What follows belongs to an exercise in optimizing a design on an open flow for small area, a short achievable clock period and few clock cycles per item; a production flow would make more cautious choices.
In this exercise RTL edits were held to simulation tests only and were not proved equivalent to the original.
No activity file was given, so power comes from the tool's default toggle rates.

File: flow/config.mk
export PLATFORM = sky130hd
export DESIGN_NAME = linear_probe_hash_set
export DESIGN_NICKNAME = linear_probe_hash_set
export VERILOG_FILES = /design/flow/design.v
export SDC_FILE = /design/flow/constraint.sdc
export NUM_CORES = 4
export LEC_CHECK = 0
export CAP_MARGIN = 20
export CORE_MARGIN = 2
export CORE_UTILIZATION = 40
export SLEW_MARGIN = 20
File: flow/constraint.sdc
create_clock -name core_clock -period 6.0 [get_ports {clock}]
set_input_delay 1.2000 -clock core_clock [delete_from_list [all_inputs] [get_ports {clock}]]
set_output_delay 1.2000 -clock core_clock [all_outputs]
set_load 0.01 [all_outputs]
File: flow/design.v
`timescale 1ns / 1ps
package lphs_pkg;
   localparam int SLOTS       = 16;
   localparam int CMD_W       = 2;
   localparam int REQ_KEY_W   = 32;
   localparam int STATUS_W    = 2;
   localparam int RSP_SLOT_W  = 4;
   localparam int RSP_COUNT_W = 5;
   localparam int MAX_W       = 5;
   localparam int CSR_ADDR_W  = 3;
   localparam int CSR_DATA_W  = 32;
   localparam logic [MAX_W-1:0] MAX_ENTRIES_RESET = MAX_W'(SLOTS * 7 / 10);
   localparam logic [CMD_W-1:0] CMD_INSERT = 2'd0;
   localparam logic [CMD_W-1:0] CMD_REMOVE = 2'd1;
   localparam logic [CMD_W-1:0] CMD_FIND   = 2'd2;
   localparam logic [STATUS_W-1:0] ST_OK        = 2'd0;
   localparam logic [STATUS_W-1:0] ST_NOT_FOUND = 2'd1;
   localparam logic [STATUS_W-1:0] ST_FULL      = 2'd2;
endpackage
`timescale 1ns / 1ps
module lphs_datapath (
   input  logic                                clock,
   input  logic                                reset,
   input  logic                                accept,
   input  logic [lphs_pkg::CMD_W-1:0]          cmd,
   input  logic [lphs_pkg::REQ_KEY_W-1:0]      key,
   input  logic [lphs_pkg::MAX_W-1:0]          max_entries,
   output logic                                res_valid,
   output logic [lphs_pkg::STATUS_W-1:0]       res_status,
   output logic [lphs_pkg::RSP_SLOT_W-1:0]     res_slot,
   output logic [lphs_pkg::RSP_COUNT_W-1:0]    res_count
);
   localparam int N = lphs_pkg::SLOTS;
   logic [31:0] key_q [N];
   logic [N-1:0] used_q, empty_q;
   logic [4:0]   count_q;
   logic         v_q;
   logic [1:0]   cmd_q;
   logic [31:0]  rkey_q;
   logic [N-1:0] eq_q;
   logic         eq_k;
   logic [N-1:0] eq_in;
   assign eq_k = (key == rkey_q);
   always_comb begin
      for (int s = 0; s < N; s++) begin
         eq_in[s] = used_q[s] ? (key == key_q[s]) : eq_k;
      end
   end
   logic         is_ins, is_rem, is_rf;
   logic [3:0]   h;
   logic [N-1:0] stopv, m, hi, first;
   logic [N:0]   p_hi, p_v;
   logic         any_free, at_limit, ins_ok, hit, ok;
   logic [3:0]   enc;
   assign is_ins = (cmd_q == lphs_pkg::CMD_INSERT);
   assign is_rem = (cmd_q == lphs_pkg::CMD_REMOVE);
   assign is_rf  = (cmd_q == lphs_pkg::CMD_REMOVE) || (cmd_q == lphs_pkg::CMD_FIND);
   assign h      = rkey_q[3:0];
   always_comb begin
      stopv = is_ins ? ~used_q : (empty_q | (used_q & eq_q));
      for (int s = 0; s < N; s++) begin
         m[s] = (4'(s) >= h);
      end
      hi = stopv & m;
      p_hi[0] = 1'b0;
      p_v[0]  = 1'b0;
      for (int s = 0; s < N; s++) begin
         p_hi[s+1] = p_hi[s] | hi[s];
         p_v[s+1]  = p_v[s] | stopv[s];
      end
      for (int s = 0; s < N; s++) begin
         first[s] = stopv[s] & (m[s] ? !p_hi[s] : !(p_hi[N] | p_v[s]));
      end
      enc = '0;
      for (int s = 0; s < N; s++) begin
         enc = enc | ({4{first[s]}} & 4'(s));
      end
   end
   assign any_free = !(&used_q);
   assign at_limit = (count_q >= max_entries) || count_q[4];
   assign ins_ok   = is_ins && !at_limit && any_free;
   assign hit      = |(first & used_q);
   assign ok       = is_ins ? ins_ok : (is_rf && hit);
   logic [4:0] count_next;
   always_comb begin
      count_next = count_q;
      if (v_q && ins_ok) begin
         count_next = count_q + 5'd1;
      end else if (v_q && is_rem && hit) begin
         count_next = count_q - 5'd1;
      end
   end
   always_ff @(posedge clock) begin
      if (reset) begin
         v_q     <= 1'b0;
         used_q  <= '0;
         empty_q <= '1;
         count_q <= '0;
      end else begin
         v_q     <= accept;
         count_q <= count_next;
         if (v_q && ins_ok) begin
            used_q  <= used_q | first;
            empty_q <= empty_q & ~first;
         end else if (v_q && is_rem) begin
            used_q  <= used_q & ~first;
         end
      end
   end
   always_ff @(posedge clock) begin
      cmd_q  <= cmd;
      rkey_q <= key;
      eq_q   <= eq_in;
      for (int s = 0; s < N; s++) begin
         if (!used_q[s]) begin
            key_q[s] <= rkey_q;
         end
      end
   end
   assign res_valid  = v_q;
   assign res_status = ok ? lphs_pkg::ST_OK : (is_ins ? lphs_pkg::ST_FULL : lphs_pkg::ST_NOT_FOUND);
   assign res_slot   = ok ? enc : 4'd0;
   assign res_count  = count_next;
endmodule
`timescale 1ns / 1ps
module linear_probe_hash_set (
   input  logic                                clock,
   input  logic                                reset,
   input  logic                                req_valid,
   output logic                                req_stall,
   input  logic [lphs_pkg::CMD_W-1:0]          req_cmd,
   input  logic [lphs_pkg::REQ_KEY_W-1:0]      req_key,
   output logic                                rsp_valid,
   input  logic                                rsp_stall,
   output logic [lphs_pkg::STATUS_W-1:0]       rsp_status,
   output logic [lphs_pkg::RSP_SLOT_W-1:0]     rsp_slot,
   output logic [lphs_pkg::RSP_COUNT_W-1:0]    rsp_count,
   input  logic                                psel,
   input  logic                                penable,
   input  logic                                pwrite,
   input  logic [lphs_pkg::CSR_ADDR_W-1:0]     paddr,
   input  logic [lphs_pkg::CSR_DATA_W-1:0]     pwdata,
   output logic [lphs_pkg::CSR_DATA_W-1:0]     prdata,
   output logic                                pready
);
   localparam int RW = lphs_pkg::STATUS_W + lphs_pkg::RSP_SLOT_W + lphs_pkg::RSP_COUNT_W;
   logic [lphs_pkg::MAX_W-1:0] max_q;
   logic                       accept;
   logic                       res_valid;
   logic [RW-1:0]              res;
   assign pready = 1'b1;
   assign prdata = paddr[2] ? '0 : lphs_pkg::CSR_DATA_W'(max_q);
   always_ff @(posedge clock) begin
      if (reset) begin
         max_q <= lphs_pkg::MAX_ENTRIES_RESET;
      end else if (psel && penable && pwrite && !paddr[2]) begin
         max_q <= pwdata[lphs_pkg::MAX_W-1:0];
      end
   end
   logic [RW-1:0] q_q [3];
   logic [1:0]    qn_q;
   logic          pop;
   logic [1:0]    wpos;
   assign rsp_valid = (qn_q != 2'd0);
   assign pop       = rsp_valid && !rsp_stall;
   assign wpos      = qn_q - 2'(pop);
   assign {rsp_status, rsp_slot, rsp_count} = q_q[0];
   assign req_stall = (qn_q == 2'd3) || (res_valid && qn_q == 2'd2);
   assign accept    = req_valid && !req_stall;
   always_ff @(posedge clock) begin
      if (reset) begin
         qn_q <= '0;
      end else begin
         qn_q <= qn_q + 2'(res_valid) - 2'(pop);
      end
   end
   always_ff @(posedge clock) begin
      for (int i = 0; i < 3; i++) begin
         if (res_valid && wpos == 2'(i)) begin
            q_q[i] <= res;
         end else if (pop && i < 2) begin
            q_q[i] <= q_q[i+1];
         end
      end
   end
   lphs_datapath u_dp (
      .clock       (clock),
      .reset       (reset),
      .accept      (accept),
      .cmd         (req_cmd),
      .key         (req_key),
      .max_entries (max_q),
      .res_valid   (res_valid),
      .res_status  (res[RW-1 -: lphs_pkg::STATUS_W]),
      .res_slot    (res[lphs_pkg::RSP_COUNT_W +: lphs_pkg::RSP_SLOT_W]),
      .res_count   (res[lphs_pkg::RSP_COUNT_W-1:0])
   );
endmodule
File: flow/run.sh
#!/bin/bash
# synth_recipe.tcl (not shown) runs the flow's synth.tcl, then flattens the netlist and writes it again
# the make line also repeats each setting of config.mk as NAME=value (left out here)
make -C /OpenROAD-flow-scripts/flow DESIGN_CONFIG=/design/flow/config.mk WORK_HOME=/design/flow/orfs CLKGATE_MAP_FILE= SYNTH_SCRIPT=/design/flow/synth_recipe.tcl finish
==> key figures <==
Run status
  – Status: timing/DRC/antenna clean

Critical path
  – Max incr delay on CP: 570 ps
  – Worst reg2reg path startpoint: u_dp.cmd_q[1]
  – Flop2flop setup slack: 1510 ps
  – R2R Path End: q_q[0][6]
  – Required @ worst endpoint: 6470 ps
  – Endpoint type of the worst setup path: flop
  – Critical path, cell by cell: inv_1 > ha_1 > buf_4 > inv_1 > o21ai_0 > nand3_1 > or3_1 > or3_1 > a2111oi_4 > nor3_1 > a31oi_1 > mux2_2
  – R2R depth: 12
  – Critical path's slowest cell: or3_1
  – Critical-path maximum fanout: 40
  – Type of origin of the critical path: flop
  – Critical path arrival: 4970 ps
  – Kind of critical path: flop to flop

Routing
  – Vias per cell: 5.48
  – Drt total wl: 85,100 µm
  – Post-route DRC: 0
  – Initial DRC count: 1,457
  – Wire length per cell: 27.6 µm
  – Antenna Nets Post-Route: 0
  – Via count: 16,893
  – Detailed Routing Iterations Pass 1: 7

Timing
  – Skew final: 24.3 ps
  – Hold Violations, Final: 0
  – Min Hold Slack: 436 ps
  – PnR worst setup slack: 1510 ps
  – Setup TNS: 0 ps
  – Max Slew Vio Count: 0
  – Unrepaired setup endpoints after global routing: no
  – Period minus WS final: 4490 ps
  – Setup-failing EPs final: 0
  – Crit share post-route: 0.749
  – FMAX: 0.223 GHz
  – Worst-margin pin slew: 1110 ps
  – Slew headroom: 0.259

Clock tree
  – CTS buffer count: 71
  – Cts repair resizes: 0
  – CTS max path bufs: 3
  – Root Buffer: clkbuf_16
  – # hold bufs at CTS: 0
  – Clock latency on the worst-skew pair: 630 ps
  – Clk sinks: 640
  – CTS tree: done
  – Htree depth: 3
  – CTS clock-pin slew for the worst setup and hold paths: 60 ps
  – # Post-CTS Setup Buffers: 0

Yosys
  – Synth cell types: 76
  – Register area share after synthesis: 0.659
  – Mean Syn Cell Area: 14.1 µm²
  – EDFF count, synth: 545
  – Async SR Flop Fraction: 0
  – Synth warn: 4
  – Top FF cell, synth: edfxtp_1
  – Synthesis-stage register bit count: 640
  – Cell count after synthesis: 1,960
  – Area of the mapped netlist: 0.0277 mm²

Placed design
  – Post-Place Cells: 2,950
  – Placer congestion estimate: 0.855
  – Hpwl dp: 51,700 µm
  – Pre-CTS WS: 1550 ps
  – Port Buffers: 64

Floorplan
  – Row count: 96
  – Chip width: 267 µm
  – Starting density of the core: 0.404
  – Die Ht: 267 µm
  – # IOs: 122
  – Full die area: 0.0714 mm²
  – CORE AREA: 0.0686 mm²

Layout
  – Final Non-Filler Cells: 3,082
  – Fillers: 5,964
  – Area grow syn2layout: 15.2%
  – Final #Nets: 2,180
  – Commonest non-fill, non-tap cells in the layout: edfxtp_1, xnor2_1, xor2_1
  – Most common cell after layout, fill and taps aside: edfxtp_1
  – Layout cell share with drive strength beyond 1: 0.112

Worst hold path
  – Worst Hold Path EP: u_dp.key_q[8][31]
  – Hold Crit Start: u_dp.rkey_q[31]
  – Hold Path Cell Cnt: 0
  – HP Class: flop to flop

Power and ir drop
  – PD cells: 326 mW/mm²
  – Leakage: 11.2 nW
  – Peak supply drop: 198 µV

Global routing
  – Vias in the first global route: 16,568
  – GRT Total Usage: 0.239
  – Antenna violations before repair: 2
  – Pin count of the biggest net entering global routing: 46
  – Global-route wire length before repair: 120,000 µm
  – Overflow after GRT: 0

Run
  – Max Cap Viol: 0
==> layout make-up <==
cell class / count / area, µm² / share of cell area
sequential: 640 / 18300 / 0.572
multi-input combinational: 1181 / 8770 / 0.275
clock buffer: 87 / 1910 / 0.0598
timing repair buffer: 158 / 1350 / 0.0422
tap: 931 / 1160 / 0.0365
clock inverter: 43 / 308 / 0.00964
inverter: 40 / 150 / 0.00470
antenna: 2 / 5.00 / 0.000157
==> synth_stat cells (3+ instances only) <==
cell	instances	area, µm²
xor2_1	241	2110
mux2_2	17	191
nor2b_1	6	37.5
a21oi_1	32	160
a211o_1	14	123
o2111ai_1	3	26.3
a31oi_1	7	43.8
clkbuf_1	81	304
nand4_1	100	626
or3_1	5	31.3
inv_1	40	150
and3_1	5	31.3
dfxtp_1	95	1900
nand2b_1	9	56.3
nor2_1	39	146
ha_1	12	150
a22oi_1	5	37.5
xnor2_1	309	2710
or4_1	4	30.0
buf_4	30	225
a2111oi_0	3	26.3
and2_1	6	37.5
a211oi_1	4	30.0
o211ai_1	4	30.0
nor4_1	74	463
mux2i_1	4	40.0
edfxtp_1	545	16400
buf_6	3	33.8
o31ai_1	7	52.6
buf_2	9	45.0
nand2_1	78	293
a21o_1	27	203
o21ai_0	17	85.1
nor3_1	27	135
nand3_1	28	140
o22ai_1	16	100
==> report_power, final <==
part | internal, W | switching (W)
logic | 0.000406 | 0.000610
registers | 0.00511 | 0.000115
clock network | 0.00233 | 0.00183
total | 0.00785 | 0.00256
==> per-layer routing <==
metal  wire, µm  global-route usage
met3       5310              0.0349
met5          0                   0
met4       3120              0.0873
met1      34600               0.307
met2      42000               0.411
==> stage by stage <==
step | total power (W) | cell area, µm² | util
CTS | 0.0105 | 31900 | 0.465
finish | 0.0104 | 31900 | 0.465
detailed placement | 0.00633 | 29700 | 0.433
global placement | 0.00631 | 29700 | 0.433
global route | 0.0107 | 31900 | 0.465
floorplan | 0.00592 | 27800 | -
==> kinds of logic (layout without fill, tap and decap cells) <==
kind of cell    after synthesis  after routing  share of synthesized area
simple gates                398            398                     0.0780
mux                          21             21                    0.00836
compound gates              172            172                     0.0470
xor+xnor                    550            550                      0.174
buf+inv                     165            328                     0.0276
fa+ha+maj                    12             12                    0.00542
other cells                   2             30                   0.000271
flops                       640            640                      0.659
==> critical path, delay by kind of cell, from the launching register on <==
kind                       cells  cell delay [ps]
AOI/OAI and AO/OA              3             1450
adders and majority gates      1              140
buffers and inverters          3              820
DFF                            1              300
muxes                          1              230
and+or+nand+nor                4             1410
==> flip-flops by register name, summed over array words and instances (netlist names), named ones only <==
name          flops
u_dp.key_q      512
u_dp.rkey_q      32
u_dp.eq_q        16
max_q             5
u_dp.count_q      5
q_q              33
u_dp.cmd_q        2
qn_q              2
u_dp.empty_q     16
u_dp.v_q          1
==> how the worst max path moves through the flow <==
| stage | startpoint | endpoint | slack [ps] | cells past startpoint |
|---|---|---|---|---|
| final | u_dp.cmd_q[1] | q_q[0][6] | 1510 | 12 |
| after floorplan | u_dp.cmd_q[0] | q_q[0][7] | 2590 | 14 |
| after global placement | req_key[14] | u_dp.eq_q[7] | 1520 | 6 |
| after detailed placement | req_key[14] | u_dp.eq_q[7] | 1550 | 6 |
| after global routing | u_dp.cmd_q[1] | q_q[0][0] | 1250 | 13 |
| after CTS | u_dp.cmd_q[1] | q_q[1][6] | 1570 | 12 |
Testbench counts, summed over its fixed seeds: cycles 2,416, items 2,400.

## re-timing with driven ports
Ports are ideal in the flow. The routed layout listed here was re-timed in OpenROAD. Step 1 (the two cells are an assumption about what drives the block):
set clk [get_ports {clock}]
set_driving_cell -lib_cell sky130_fd_sc_hd__clkbuf_16 $clk
set_driving_cell -lib_cell sky130_fd_sc_hd__buf_2 [delete_from_list [all_inputs] $clk]
Step 2, shift: input delay + t, output delay - t, t = (earliest + latest rising clock arrival at the registers) / 2. This alone moves slack from input paths to output paths. Three values: no drivers, after step 1, after step 2; two values: the first two.
t, ns: 0.671
setup WS [ns]: 1.507 / 1.507 / 1.502
clock arrival spread, ns: 0.030 / 0.029
After both steps setup and hold are still met in this run. For this run, drivers alone change the setup slack by 0.000 ns; drivers and shift together by -0.005 ns.
